From an optimization exercise on the open Yosys and OpenROAD flow, aimed at small area; shortcuts taken in it are not production practice. In this exercise RTL edits were held to simulation tests only and were not proved equivalent to the original. Power and IR drop assume default switching activity.

==> flow/design.v <==
`default_nettype none
package radar_pkg;
	localparam int unsigned frame_bits = 408;
	localparam logic [7:0] type_fixed = 8'd0;  
	localparam logic [7:0] type_chirp = 8'd1;  
	localparam logic [7:0] type_hop   = 8'd2;  
endpackage
`default_nettype wire
`timescale 1ns/1ps
`default_nettype none
module radar_ctrl_top #(
	parameter int unsigned sync_stages = 2,
	parameter int unsigned time_width = 64
) (
	input  logic                  clk,
	input  logic                  rst,
	input  logic                  sclk,
	input  logic                  cs,
	input  logic                  mosi,
	output logic [time_width-1:0] sys_time,
	output logic                  time_update,
	output logic                  busy,
	output logic                  pulse,
	output logic                  blank,
	output logic [47:0]           freq_word,
	output logic                  frame_error,
	output logic                  cmd_reject
);
	logic [1:0] sclk_sync;
	logic [1:0] cs_sync;
	logic [1:0] mosi_sync;
	logic sclk_d;
	logic cs_d;
	logic [8:0] bit_cnt;
	logic frame_valid;
	logic [408:0] sh;  
	logic shifted;  
	wire sclk_s = sclk_sync[1];
	wire cs_s = cs_sync[1];
	wire mosi_s = mosi_sync[1];
	wire sclk_rise = sclk_s & ~sclk_d;
	wire cs_rise = cs_s & ~cs_d;
	wire cs_fall = ~cs_s & cs_d;
	wire shift = sclk_rise & ~cs_s;
	always_ff @(posedge clk)
	begin
		if (rst)
		begin
			sclk_sync <= '0;
			cs_sync <= '1;
			mosi_sync <= '0;
			sclk_d <= 1'b0;
			cs_d <= 1'b1;
			bit_cnt <= '0;
			frame_valid <= 1'b0;
			frame_error <= 1'b0;
		end
		else
		begin
			sclk_sync <= {sclk_sync[0], sclk};
			cs_sync <= {cs_sync[0], cs};
			mosi_sync <= {mosi_sync[0], mosi};
			sclk_d <= sclk_s;
			cs_d <= cs_s;
			if (cs_fall)
				bit_cnt <= '0;
			else if (sclk_rise && !cs_s && bit_cnt != 9'd409)
				bit_cnt <= bit_cnt + 1'b1;
			frame_valid <= cs_rise && (bit_cnt == 9'd408);
			frame_error <= cs_rise && (bit_cnt != 9'd408);
		end
	end
	always_ff @(posedge clk)
	begin
		shifted <= shift;
		if (shift)
			sh <= {sh[407:0], mosi_s};
	end
	wire [63:0] f_ts = sh[215:152];
	wire [15:0] f_np = sh[151:136];
	wire [7:0]  f_pt = sh[135:128];
	wire [31:0] f_ti = sh[127:96];
	wire [31:0] f_tp = sh[95:64];
	wire [31:0] f_tb1 = sh[63:32];
	wire [31:0] f_tb2 = sh[31:0];
	logic [32:0] f_head;  
	logic [32:0] f_tail;  
	logic bad;
	always_comb
	begin
		f_head = {1'b0, f_ti} + {1'b0, f_tb2};
		f_tail = {1'b0, f_tp} - {1'b0, f_tb1};
		bad = (f_np == '0) || (f_ti == '0) || (f_ti == f_tp) ||
			f_tail[32] || (f_head > {1'b0, f_tail[31:0]}) ||
			(f_pt[7:2] != '0) || (f_pt[1:0] == 2'b11);
	end
	logic cmd_valid;
	always_ff @(posedge clk)
	begin
		if (rst)
		begin
			cmd_valid <= 1'b0;
			cmd_reject <= 1'b0;
		end
		else
		begin
			cmd_valid <= frame_valid && !bad;
			cmd_reject <= frame_valid && bad;
		end
	end
	logic [63:0] p_ts;
	logic [15:0] p_np;
	logic [31:0] p_ti;
	logic [31:0] p_tp;
	logic [31:0] p_head;
	logic [31:0] p_tail;
	logic [47:0] p_freq;
	logic [47:0] p_step;
	logic [31:0] p_rate;
	logic p_chirp;
	logic p_hop;
	always_ff @(posedge clk)
	begin
		if (frame_valid && !bad)
		begin
			p_ts <= f_ts;
			p_np <= f_np;
			p_ti <= f_ti;
			p_tp <= f_tp;
			p_head <= f_head[31:0];
			p_tail <= f_tail[31:0];
			p_freq <= sh[343:296];
			p_step <= sh[295:248];
			p_rate <= sh[247:216];
			p_chirp <= f_pt[0];
			p_hop <= f_pt[1];
		end
	end
	wire [63:0] preset = shifted ? sh[408:345] : sh[407:344];
	logic pending;
	logic applied;
	logic have_cmd;
	logic seq_busy;
	wire apply = !seq_busy && (cmd_valid || pending);
	always_ff @(posedge clk)
	begin
		if (rst)
		begin
			pending <= 1'b0;
			applied <= 1'b0;
			have_cmd <= 1'b0;
		end
		else
		begin
			applied <= apply;
			if (apply)
				have_cmd <= 1'b1;
			if (cmd_valid)
				pending <= seq_busy;
			else if (!seq_busy)
				pending <= 1'b0;
		end
	end
	logic [63:0] a_ts;  
	logic [15:0] a_np;  
	logic [31:0] a_ti;
	logic [31:0] a_tp;
	logic [31:0] a_head;
	logic [31:0] a_tail;
	logic [47:0] a_freq;
	logic [47:0] a_step;
	logic [31:0] a_rate;
	logic a_chirp;
	logic a_hop;
	logic [63:0] seq_time;
	logic seq_update;
	logic armed;
	logic running;
	logic seq_pulse;
	logic seq_bh;  
	logic seq_bt;  
	logic seq_start;
	logic [63:0] time_n;
	logic start_hit;
	logic last_slot;
	logic last_pulse;
	logic [31:0] phase_inc;
	always_comb
	begin
		time_n = cmd_valid ? preset : seq_time + 1'b1;
		start_hit = (armed || applied) && !running && (time_n == a_ts);
		phase_inc = a_ts[31:0] + 32'd1;
		last_slot = (phase_inc == a_tp);
		last_pulse = (a_np == 16'd1);
	end
	always_ff @(posedge clk)
	begin
		if (rst)
		begin
			seq_time <= '0;
			seq_update <= 1'b0;
			armed <= 1'b0;
			running <= 1'b0;
			seq_busy <= 1'b0;
			seq_pulse <= 1'b0;
			seq_bh <= 1'b0;
			seq_bt <= 1'b0;
			seq_start <= 1'b0;
		end
		else
		begin
			seq_time <= time_n;
			seq_update <= cmd_valid;
			if (start_hit)
			begin
				armed <= 1'b0;
				running <= 1'b1;
				seq_busy <= 1'b1;
				seq_pulse <= 1'b1;
				seq_bh <= 1'b1;
				seq_bt <= 1'b0;
				seq_start <= 1'b1;
			end
			else if (running)
			begin
				if (last_slot)
				begin
					running <= !last_pulse;
					seq_busy <= !last_pulse;
					seq_pulse <= !last_pulse;
					seq_bh <= !last_pulse;
					seq_bt <= 1'b0;
					seq_start <= !last_pulse;
				end
				else
				begin
					seq_pulse <= seq_pulse && (phase_inc != a_ti);
					seq_bh <= seq_bh && (phase_inc != a_head);
					seq_bt <= seq_bt || (phase_inc == a_tail);
					seq_start <= 1'b0;
				end
			end
			else
			begin
				if (applied)
					armed <= 1'b1;
				else if (cmd_valid)
					armed <= 1'b0;
				seq_busy <= applied || (armed && !cmd_valid);
				seq_pulse <= 1'b0;
				seq_bh <= 1'b0;
				seq_bt <= 1'b0;
				seq_start <= 1'b0;
			end
		end
	end
	logic started;
	wire [31:0] rate_cnt = a_ts[63:32];
	wire rate_hit = (rate_cnt == a_rate) || (a_rate == '0);
	wire [47:0] freq_sum = freq_word + a_step;
	always_ff @(posedge clk)
	begin
		if (rst || applied)
		begin
			freq_word <= '0;
			started <= 1'b0;
		end
		else if (seq_start)
		begin
			started <= 1'b1;
			freq_word <= (started && a_hop) ? freq_sum : a_freq;
		end
		else if (!started)
		begin
			if (have_cmd)
				freq_word <= a_freq;
		end
		else if (a_chirp)
		begin
			if (seq_pulse && rate_hit)
				freq_word <= freq_sum;
		end
		else if (!a_hop)
			freq_word <= a_freq;
	end
	always_ff @(posedge clk)
	begin
		if (apply)
		begin
			a_ti <= p_ti;
			a_tp <= p_tp;
			a_head <= p_head;
			a_tail <= p_tail;
			a_freq <= p_freq;
			a_step <= p_step;
			a_rate <= p_rate;
			a_chirp <= p_chirp;
			a_hop <= p_hop;
		end
		if (apply)
			a_np <= p_np;
		else if (running && last_slot)
			a_np <= a_np - 16'd1;
		if (start_hit)
			a_ts[31:0] <= '0;
		else if (running)
			a_ts[31:0] <= last_slot ? 32'd0 : phase_inc;
		else if (apply)
			a_ts[31:0] <= p_ts[31:0];
		if (apply)
			a_ts[63:32] <= p_ts[63:32];
		else if (!rst && !applied)
		begin
			if (seq_start)
				a_ts[63:32] <= 32'd1;
			else if (started && a_chirp && seq_pulse)
				a_ts[63:32] <= rate_hit ? 32'd1 : rate_cnt + 32'd1;
		end
	end
	always_ff @(posedge clk)
	begin
		if (rst)
		begin
			sys_time <= '0;
			time_update <= 1'b0;
			busy <= 1'b0;
			pulse <= 1'b0;
			blank <= 1'b0;
		end
		else
		begin
			sys_time <= seq_time;
			time_update <= seq_update;
			busy <= seq_busy;
			pulse <= seq_pulse;
			blank <= seq_bh || seq_bt;
		end
	end
endmodule
`default_nettype wire
make LEC_CHECK=0 CAP_MARGIN=20 CORE_MARGIN=2 CORE_UTILIZATION=40 SLEW_MARGIN=20 finish   # period 10.0 ns
run.sh (not shown) runs the stock make flow with config.mk's settings and CLKGATE_MAP_FILE= SYNTH_SCRIPT=/design/flow/synth_recipe.tcl, a recipe that flattens the netlist after the stock synthesis.
The starting point produced a clean layout.
Change:
CTS_BUF_LIST = sky130_fd_sc_hd__clkbuf_4   (was unset)
Result: The changed run ran to the end with no violations; clock-buffer cell count goes up by 325; sequential power is about the same; first-iteration DRC count goes down by 1.0%; synthesized area is unchanged; via count goes up by 3.8%; final cell count goes up by 5.4%; setup slack improved by 0.023 ns; synthesized cell count does not change; maximum frequency barely changes; power goes down by 4.6%; global-route usage goes up by 0.37 points.

-- afterwards: timing with drivers on the ports --
In the flow no input, the clock included, has a driving cell. The finished layouts below were timed again as built, in two steps. Step 1 assumes that a clkbuf_16 drives the clock port and a buf_2 every other input. Step 2, shift: input delay + t, output delay - t, t = (earliest + latest rising clock arrival at the registers) / 2. This alone moves slack from input paths to output paths. Three values: no drivers, after step 1, after step 2; two values: the first two.
run | shift t [ns] | slack for setup (ns) | worst register clock-pin slew, ns
the first run | 0.830 | 2.179 / 2.179 / 2.179 | 0.08 / 0.08
the second run | 1.296 | 2.202 / 2.202 / 2.202 | 0.09 / 0.09
After both steps setup and hold are still met in every run listed.
